This design comes from an exercise in tuning for small area and a short achievable clock period on the open sky130 flow, not from production work.
Only simulation tests tie the RTL to the original design; equivalence was not proved.

==> inputs of run a <==
==> flow/design.v <==
package cdq_pkg;
    localparam int SLOTS  = 16;
    localparam int ELEM_W = 32;
    localparam int NCELL  = SLOTS - 1;
    localparam int CNT_W  = $clog2(SLOTS);
    localparam logic [CNT_W-1:0] CNT_MAX = CNT_W'(NCELL);
    localparam logic [2:0] OP_PUSH_BACK  = 3'd0;
    localparam logic [2:0] OP_PUSH_FRONT = 3'd1;
    localparam logic [2:0] OP_POP_FRONT  = 3'd2;
    localparam logic [2:0] OP_POP_BACK   = 3'd3;
    localparam logic [2:0] OP_PEEK_FRONT = 3'd4;
    localparam logic [2:0] OP_PEEK_BACK  = 3'd5;
    localparam logic [2:0] OP_CLEAR      = 3'd6;
    localparam logic [1:0] ST_DONE  = 2'd0;
    localparam logic [1:0] ST_EMPTY = 2'd1;
    localparam logic [1:0] ST_FULL  = 2'd2;
    typedef logic [ELEM_W-1:0] t_elem;
endpackage
module circular_deque (
    input  logic                          i_clk,
    input  logic                          i_rst_n,
    input  logic                          i_valid,
    output logic                          o_ready,
    input  logic [2:0]                    i_opcode,
    input  logic [cdq_pkg::ELEM_W-1:0]    i_value,
    output logic                          o_valid,
    input  logic                          i_ready,
    output logic [1:0]                    o_status,
    output logic [cdq_pkg::ELEM_W-1:0]    o_read_value,
    output logic [cdq_pkg::CNT_W-1:0]     o_count,
    output logic                          o_is_empty,
    output logic                          o_is_full
);
    localparam int N = cdq_pkg::NCELL;
    localparam int W = cdq_pkg::ELEM_W;
    cdq_pkg::t_elem            mem [N];
    logic [N-1:0]              r_head;    
    logic [N-1:0]              r_tail;    
    logic [N-1:0]              head_m1, head_p1, tail_m1, tail_p1;
    logic [cdq_pkg::CNT_W-1:0] r_count;
    logic [cdq_pkg::CNT_W-1:0] n_count;
    logic                      r_empty, r_full;
    logic                      r_valid;
    logic [1:0]                r_status;
    logic [1:0]                n_status;
    cdq_pkg::t_elem            r_rd;
    cdq_pkg::t_elem            n_rd;
    logic [N-1:0]              rd_sel;
    logic                      in_acc;
    logic                      push_b, push_f, pop_f, pop_b, rd_f, rd_b, clr;
    assign o_ready = ~r_valid | i_ready;
    assign in_acc  = i_valid & o_ready;
    assign head_m1 = {r_head[0], r_head[N-1:1]};
    assign head_p1 = {r_head[N-2:0], r_head[N-1]};
    assign tail_m1 = {r_tail[0], r_tail[N-1:1]};
    assign tail_p1 = {r_tail[N-2:0], r_tail[N-1]};
    always_comb begin
        push_b   = 1'b0;
        push_f   = 1'b0;
        pop_f    = 1'b0;
        pop_b    = 1'b0;
        rd_f     = 1'b0;
        rd_b     = 1'b0;
        clr      = 1'b0;
        n_status = cdq_pkg::ST_DONE;
        case (i_opcode)
            cdq_pkg::OP_PUSH_BACK:  if (r_full) n_status = cdq_pkg::ST_FULL; else push_b = 1'b1;
            cdq_pkg::OP_PUSH_FRONT: if (r_full) n_status = cdq_pkg::ST_FULL; else push_f = 1'b1;
            cdq_pkg::OP_POP_FRONT:  if (r_empty) n_status = cdq_pkg::ST_EMPTY; else begin pop_f = 1'b1; rd_f = 1'b1; end
            cdq_pkg::OP_POP_BACK:   if (r_empty) n_status = cdq_pkg::ST_EMPTY; else begin pop_b = 1'b1; rd_b = 1'b1; end
            cdq_pkg::OP_PEEK_FRONT: if (r_empty) n_status = cdq_pkg::ST_EMPTY; else rd_f = 1'b1;
            cdq_pkg::OP_PEEK_BACK:  if (r_empty) n_status = cdq_pkg::ST_EMPTY; else rd_b = 1'b1;
            cdq_pkg::OP_CLEAR:      clr = 1'b1;
            default: ;
        endcase
    end
    always_comb begin
        n_count = r_count;
        if (clr) n_count = '0;
        else if (push_b | push_f) n_count = r_count + 1'b1;
        else if (pop_f | pop_b) n_count = r_count - 1'b1;
    end
    assign rd_sel = ({N{rd_f}} & r_head) | ({N{rd_b}} & tail_m1);
    cdq_pkg::t_elem rd_acc [N+1];
    assign rd_acc[0] = '0;
    for (genvar g = 0; g < N; g++) begin : g_rd
        assign rd_acc[g+1] = rd_acc[g] | (mem[g] & {W{rd_sel[g]}});
    end
    assign n_rd = rd_acc[N];
    for (genvar g = 0; g < N; g++) begin : g_slot
        always_ff @(posedge i_clk) begin
            if (!r_full && (head_m1[g] || r_tail[g])) mem[g] <= i_value;
        end
    end
    always_ff @(posedge i_clk) begin
        if (!i_rst_n) begin
            r_head  <= {{(N-1){1'b0}}, 1'b1};
            r_tail  <= {{(N-1){1'b0}}, 1'b1};
            r_count <= '0;
            r_empty <= 1'b1;
            r_full  <= 1'b0;
            r_valid <= 1'b0;
        end else begin
            if (in_acc) begin
                r_count <= n_count;
                r_empty <= (n_count == '0);
                r_full  <= (n_count == cdq_pkg::CNT_MAX);
                r_valid <= 1'b1;
                if (push_f) r_head <= head_m1;
                else if (pop_f) r_head <= head_p1;
                if (clr) r_tail <= r_head;
                else if (push_b) r_tail <= tail_p1;
                else if (pop_b) r_tail <= tail_m1;
            end else if (i_ready) begin
                r_valid <= 1'b0;
            end
        end
        if (o_ready) begin
            r_status <= n_status;
            r_rd     <= n_rd;
        end
    end
    assign o_valid      = r_valid;
    assign o_status     = r_status;
    assign o_read_value = r_rd;
    assign o_count      = r_count;
    assign o_is_empty   = r_empty;
    assign o_is_full    = r_full;
endmodule
==> flow/run.sh <==
#!/bin/bash
# synth_recipe.tcl (not shown) runs the flow's synth.tcl, then flattens the netlist and writes it again
# the make line also repeats each setting of config.mk as NAME=value (left out here)
make -C /OpenROAD-flow-scripts/flow DESIGN_CONFIG=/design/flow/config.mk WORK_HOME=/design/flow/orfs CLKGATE_MAP_FILE= SYNTH_SCRIPT=/design/flow/synth_recipe.tcl finish
==> flow/config.mk <==
export PLATFORM = sky130hd
export DESIGN_NAME = circular_deque
export DESIGN_NICKNAME = circular_deque
export VERILOG_FILES = /design/flow/design.v
export SDC_FILE = /design/flow/constraint.sdc
export NUM_CORES = 4
export LEC_CHECK = 0
export CAP_MARGIN = 20
export CORE_MARGIN = 2
export CORE_UTILIZATION = 40
export SLEW_MARGIN = 20
==> flow/constraint.sdc <==
create_clock -name core_clock -period 3.2 [get_ports {i_clk}]
set_input_delay 0.6400 -clock core_clock [delete_from_list [all_inputs] [get_ports {i_clk}]]
set_output_delay 0.6400 -clock core_clock [all_outputs]
set_load 0.01 [all_outputs]
==> run b (differences from run a) <==
--- a/flow/design.v
+++ b/flow/design.v
@@ -40,14 +40,18 @@
     logic [cdq_pkg::CNT_W-1:0] r_count;
     logic [cdq_pkg::CNT_W-1:0] n_count;
+    logic                      n_empty, n_full;
     logic                      r_empty, r_full;
     logic                      r_valid;
+    logic                      r_idle;     
     logic [1:0]                r_status;
     logic [1:0]                n_status;
+    logic [cdq_pkg::CNT_W-1:0] r_out_count;
+    logic                      r_out_empty, r_out_full;
     cdq_pkg::t_elem            r_rd;
     cdq_pkg::t_elem            n_rd;
     logic [N-1:0]              rd_sel;
     logic                      in_acc;
-    logic                      push_b, push_f, pop_f, pop_b, rd_f, rd_b, clr;
-    assign o_ready = ~r_valid | i_ready;
+    logic                      push_b, push_f, pop_f, pop_b, rd_any, clr;
+    assign o_ready = r_idle | i_ready;
     assign in_acc  = i_valid & o_ready;
     assign head_m1 = {r_head[0], r_head[N-1:1]};
@@ -60,6 +64,5 @@
         pop_f    = 1'b0;
         pop_b    = 1'b0;
-        rd_f     = 1'b0;
-        rd_b     = 1'b0;
+        rd_any   = 1'b0;
         clr      = 1'b0;
         n_status = cdq_pkg::ST_DONE;
@@ -67,8 +70,8 @@
             cdq_pkg::OP_PUSH_BACK:  if (r_full) n_status = cdq_pkg::ST_FULL; else push_b = 1'b1;
             cdq_pkg::OP_PUSH_FRONT: if (r_full) n_status = cdq_pkg::ST_FULL; else push_f = 1'b1;
-            cdq_pkg::OP_POP_FRONT:  if (r_empty) n_status = cdq_pkg::ST_EMPTY; else begin pop_f = 1'b1; rd_f = 1'b1; end
-            cdq_pkg::OP_POP_BACK:   if (r_empty) n_status = cdq_pkg::ST_EMPTY; else begin pop_b = 1'b1; rd_b = 1'b1; end
-            cdq_pkg::OP_PEEK_FRONT: if (r_empty) n_status = cdq_pkg::ST_EMPTY; else rd_f = 1'b1;
-            cdq_pkg::OP_PEEK_BACK:  if (r_empty) n_status = cdq_pkg::ST_EMPTY; else rd_b = 1'b1;
+            cdq_pkg::OP_POP_FRONT:  if (r_empty) n_status = cdq_pkg::ST_EMPTY; else begin pop_f = 1'b1; rd_any = 1'b1; end
+            cdq_pkg::OP_POP_BACK:   if (r_empty) n_status = cdq_pkg::ST_EMPTY; else begin pop_b = 1'b1; rd_any = 1'b1; end
+            cdq_pkg::OP_PEEK_FRONT: if (r_empty) n_status = cdq_pkg::ST_EMPTY; else rd_any = 1'b1;
+            cdq_pkg::OP_PEEK_BACK:  if (r_empty) n_status = cdq_pkg::ST_EMPTY; else rd_any = 1'b1;
             cdq_pkg::OP_CLEAR:      clr = 1'b1;
             default: ;
@@ -81,5 +84,7 @@
         else if (pop_f | pop_b) n_count = r_count - 1'b1;
     end
-    assign rd_sel = ({N{rd_f}} & r_head) | ({N{rd_b}} & tail_m1);
+    assign n_empty = (n_count == '0);
+    assign n_full  = (n_count == cdq_pkg::CNT_MAX);
+    assign rd_sel = i_opcode[0] ? tail_m1 : r_head;
     cdq_pkg::t_elem rd_acc [N+1];
     assign rd_acc[0] = '0;
@@ -87,5 +92,5 @@
         assign rd_acc[g+1] = rd_acc[g] | (mem[g] & {W{rd_sel[g]}});
     end
-    assign n_rd = rd_acc[N];
+    assign n_rd = rd_acc[N] & {W{rd_any}};
     for (genvar g = 0; g < N; g++) begin : g_slot
         always_ff @(posedge i_clk) begin
@@ -101,10 +106,17 @@
             r_full  <= 1'b0;
             r_valid <= 1'b0;
+            r_idle  <= 1'b1;
+            r_status    <= cdq_pkg::ST_DONE;
+            r_rd        <= '0;
+            r_out_count <= '0;
+            r_out_empty <= 1'b1;
+            r_out_full  <= 1'b0;
         end else begin
             if (in_acc) begin
                 r_count <= n_count;
-                r_empty <= (n_count == '0);
-                r_full  <= (n_count == cdq_pkg::CNT_MAX);
+                r_empty <= n_empty;
+                r_full  <= n_full;
                 r_valid <= 1'b1;
+                r_idle  <= 1'b0;
                 if (push_f) r_head <= head_m1;
                 else if (pop_f) r_head <= head_p1;
@@ -114,9 +126,13 @@
             end else if (i_ready) begin
                 r_valid <= 1'b0;
+                r_idle  <= 1'b1;
             end
-        end
-        if (o_ready) begin
-            r_status <= n_status;
-            r_rd     <= n_rd;
+            if (o_ready) begin
+                r_status    <= n_status;
+                r_rd        <= n_rd;
+                r_out_count <= n_count;
+                r_out_empty <= n_empty;
+                r_out_full  <= n_full;
+            end
         end
     end
@@ -124,6 +140,6 @@
     assign o_status     = r_status;
     assign o_read_value = r_rd;
-    assign o_count      = r_count;
-    assign o_is_empty   = r_empty;
-    assign o_is_full    = r_full;
+    assign o_count      = r_out_count;
+    assign o_is_empty   = r_out_empty;
+    assign o_is_full    = r_out_full;
 endmodule
==> flow/flow/run.sh (new file) <==
#!/bin/bash
# Standard layout, except that the port buffers are plain buffers
# (buf_2) instead of the delay buffer buffer_ports picks by default.
set -o pipefail
export BUFFER_PORTS_ARGS="-buffer_cell sky130_fd_sc_hd__buf_2"
bash standard.sh > standard.log 2>&1
==> flow/standard.sh (new file) <==
#!/bin/bash
# synth_recipe.tcl (not shown) runs the flow's synth.tcl, then flattens the netlist and writes it again
# the make line also repeats each setting of config.mk as NAME=value (left out here)
make -C /OpenROAD-flow-scripts/flow DESIGN_CONFIG=/design/flow/config.mk WORK_HOME=/design/flow/orfs CLKGATE_MAP_FILE= SYNTH_SCRIPT=/design/flow/synth_recipe.tcl "${@:-finish}"
Settings changed: CTS_CLUSTER_DIAMETER from default to 100, CTS_CLUSTER_SIZE from default to 25, PLACE_DENSITY from default to 0.75, SETUP_SLACK_MARGIN from default to 1.45.
removed: flow/run.sh
==> run c (differences from run a) <==
Settings changed: ABC_CLOCK_PERIOD_IN_PS from default to 1500, CORE_UTILIZATION 40 to 60, CTS_CLUSTER_SIZE from default to 30, SETUP_SLACK_MARGIN from default to 1.5.
==> run d (differences from run a) <==
--- a/flow/design.v
+++ b/flow/design.v
@@ -40,14 +40,18 @@
     logic [cdq_pkg::CNT_W-1:0] r_count;
     logic [cdq_pkg::CNT_W-1:0] n_count;
+    logic                      n_empty, n_full;
     logic                      r_empty, r_full;
     logic                      r_valid;
+    logic                      r_idle;     
     logic [1:0]                r_status;
     logic [1:0]                n_status;
+    logic [cdq_pkg::CNT_W-1:0] r_out_count;
+    logic                      r_out_empty, r_out_full;
     cdq_pkg::t_elem            r_rd;
     cdq_pkg::t_elem            n_rd;
     logic [N-1:0]              rd_sel;
     logic                      in_acc;
-    logic                      push_b, push_f, pop_f, pop_b, rd_f, rd_b, clr;
-    assign o_ready = ~r_valid | i_ready;
+    logic                      push_b, push_f, pop_f, pop_b, rd_any, clr;
+    assign o_ready = r_idle | i_ready;
     assign in_acc  = i_valid & o_ready;
     assign head_m1 = {r_head[0], r_head[N-1:1]};
@@ -60,6 +64,5 @@
         pop_f    = 1'b0;
         pop_b    = 1'b0;
-        rd_f     = 1'b0;
-        rd_b     = 1'b0;
+        rd_any   = 1'b0;
         clr      = 1'b0;
         n_status = cdq_pkg::ST_DONE;
@@ -67,8 +70,8 @@
             cdq_pkg::OP_PUSH_BACK:  if (r_full) n_status = cdq_pkg::ST_FULL; else push_b = 1'b1;
             cdq_pkg::OP_PUSH_FRONT: if (r_full) n_status = cdq_pkg::ST_FULL; else push_f = 1'b1;
-            cdq_pkg::OP_POP_FRONT:  if (r_empty) n_status = cdq_pkg::ST_EMPTY; else begin pop_f = 1'b1; rd_f = 1'b1; end
-            cdq_pkg::OP_POP_BACK:   if (r_empty) n_status = cdq_pkg::ST_EMPTY; else begin pop_b = 1'b1; rd_b = 1'b1; end
-            cdq_pkg::OP_PEEK_FRONT: if (r_empty) n_status = cdq_pkg::ST_EMPTY; else rd_f = 1'b1;
-            cdq_pkg::OP_PEEK_BACK:  if (r_empty) n_status = cdq_pkg::ST_EMPTY; else rd_b = 1'b1;
+            cdq_pkg::OP_POP_FRONT:  if (r_empty) n_status = cdq_pkg::ST_EMPTY; else begin pop_f = 1'b1; rd_any = 1'b1; end
+            cdq_pkg::OP_POP_BACK:   if (r_empty) n_status = cdq_pkg::ST_EMPTY; else begin pop_b = 1'b1; rd_any = 1'b1; end
+            cdq_pkg::OP_PEEK_FRONT: if (r_empty) n_status = cdq_pkg::ST_EMPTY; else rd_any = 1'b1;
+            cdq_pkg::OP_PEEK_BACK:  if (r_empty) n_status = cdq_pkg::ST_EMPTY; else rd_any = 1'b1;
             cdq_pkg::OP_CLEAR:      clr = 1'b1;
             default: ;
@@ -81,5 +84,7 @@
         else if (pop_f | pop_b) n_count = r_count - 1'b1;
     end
-    assign rd_sel = ({N{rd_f}} & r_head) | ({N{rd_b}} & tail_m1);
+    assign n_empty = (n_count == '0);
+    assign n_full  = (n_count == cdq_pkg::CNT_MAX);
+    assign rd_sel = i_opcode[0] ? tail_m1 : r_head;
     cdq_pkg::t_elem rd_acc [N+1];
     assign rd_acc[0] = '0;
@@ -87,5 +92,5 @@
         assign rd_acc[g+1] = rd_acc[g] | (mem[g] & {W{rd_sel[g]}});
     end
-    assign n_rd = rd_acc[N];
+    assign n_rd = rd_acc[N] & {W{rd_any}};
     for (genvar g = 0; g < N; g++) begin : g_slot
         always_ff @(posedge i_clk) begin
@@ -101,10 +106,17 @@
             r_full  <= 1'b0;
             r_valid <= 1'b0;
+            r_idle  <= 1'b1;
+            r_status    <= cdq_pkg::ST_DONE;
+            r_rd        <= '0;
+            r_out_count <= '0;
+            r_out_empty <= 1'b1;
+            r_out_full  <= 1'b0;
         end else begin
             if (in_acc) begin
                 r_count <= n_count;
-                r_empty <= (n_count == '0);
-                r_full  <= (n_count == cdq_pkg::CNT_MAX);
+                r_empty <= n_empty;
+                r_full  <= n_full;
                 r_valid <= 1'b1;
+                r_idle  <= 1'b0;
                 if (push_f) r_head <= head_m1;
                 else if (pop_f) r_head <= head_p1;
@@ -114,9 +126,13 @@
             end else if (i_ready) begin
                 r_valid <= 1'b0;
+                r_idle  <= 1'b1;
             end
-        end
-        if (o_ready) begin
-            r_status <= n_status;
-            r_rd     <= n_rd;
+            if (o_ready) begin
+                r_status    <= n_status;
+                r_rd        <= n_rd;
+                r_out_count <= n_count;
+                r_out_empty <= n_empty;
+                r_out_full  <= n_full;
+            end
         end
     end
@@ -124,6 +140,6 @@
     assign o_status     = r_status;
     assign o_read_value = r_rd;
-    assign o_count      = r_count;
-    assign o_is_empty   = r_empty;
-    assign o_is_full    = r_full;
+    assign o_count      = r_out_count;
+    assign o_is_empty   = r_out_empty;
+    assign o_is_full    = r_out_full;
 endmodule
Settings changed: CORE_UTILIZATION 40 to 55, CTS_CLUSTER_DIAMETER from default to 100, CTS_CLUSTER_SIZE from default to 25, SETUP_SLACK_MARGIN from default to 1.3.
==> key figures <==
Layout
  • Share of cells above drive strength 1: between 10% and 20%
  • Design Area, Final: between 0.02 and 0.025 mm^2
  • Count of multi-input gates: ~560

Critical path
  • Worst setup path endpoint: r_rd[8]

Global route
  • Overall Global Routing Usage: 20.7%

Status
  • Status: timing/DRC/antenna clean

Hold path
  • Min-Delay Path Class: reg2reg

Synth
  • Cells after Synth: between 1,000 and 1,500
-- figures above: run a

==> key figures <==
Status
  • Status: timing/DRC/antenna clean

Layout
  • Share of cells above drive strength 1: 21.3%
  • Design Area, Final: about 0.025 mm^2

Critical path
  • Worst setup path endpoint: o_ready

Hold path
  • Min-Delay Path Class: in2reg

Global route
  • Overall Global Routing Usage: between 30% and 40%
-- figures above: run d

==> key figures <==
Status
  • Status: timing/DRC/antenna clean

Layout
  • Share of cells above drive strength 1: 30.6%
  • Count of multi-input gates: approximately 560
  • Design Area, Final: about 0.026 mm^2

Critical path
  • Worst setup path endpoint: r_rd[11]

Synth
  • Cells after Synth: between 1,000 and 1,500

Global route
  • Overall Global Routing Usage: between 30% and 40%
-- figures above: run c

==> key figures <==
Status
  • Status: timing/DRC/antenna clean

Global route
  • Overall Global Routing Usage: 20.7%

Hold path
  • Min-Delay Path Class: in2reg

Layout
  • Count of multi-input gates: roughly 670
  • Design Area, Final: 0.0249 mm^2

Critical path
  • Worst setup path endpoint: o_ready
-- figures above: run b

-- re-timing with driven ports --
The results above use ideal ports. As a check the final layouts listed here were re-extracted and re-timed, cells and wires unchanged. Step 1 assumes that a clkbuf_16 drives the clock port and a buf_2 every other input. Step 2 adds t to the input delays and takes it off the output delays; t is the mean of the earliest and latest rising clock arrival at the registers after step 1. Input paths then give back, and output paths get back, about the clock's delay inside the block. a / b / c = no drivers / after step 1 / after step 2; a / b = the first two.
run | t, ns | setup slack, ns | clock arrival spread, ns
run a | 0.639 | 0.470 / 0.438 / -0.140 | 0.021 / 0.021
run b | 0.658 | 1.336 / 1.282 / 0.688 | 0.036 / 0.036
run c | 0.633 | 1.050 / 1.061 / 0.428 | 0.031 / 0.031
run d | 0.649 | 1.293 / 1.235 / 0.708 | 0.025 / 0.025
Met with ideal ports but missed after step 2: setup timing in run a. The setup slack of run b, which loses most, moves by -0.054 ns with the drivers and by -0.648 ns with both steps.
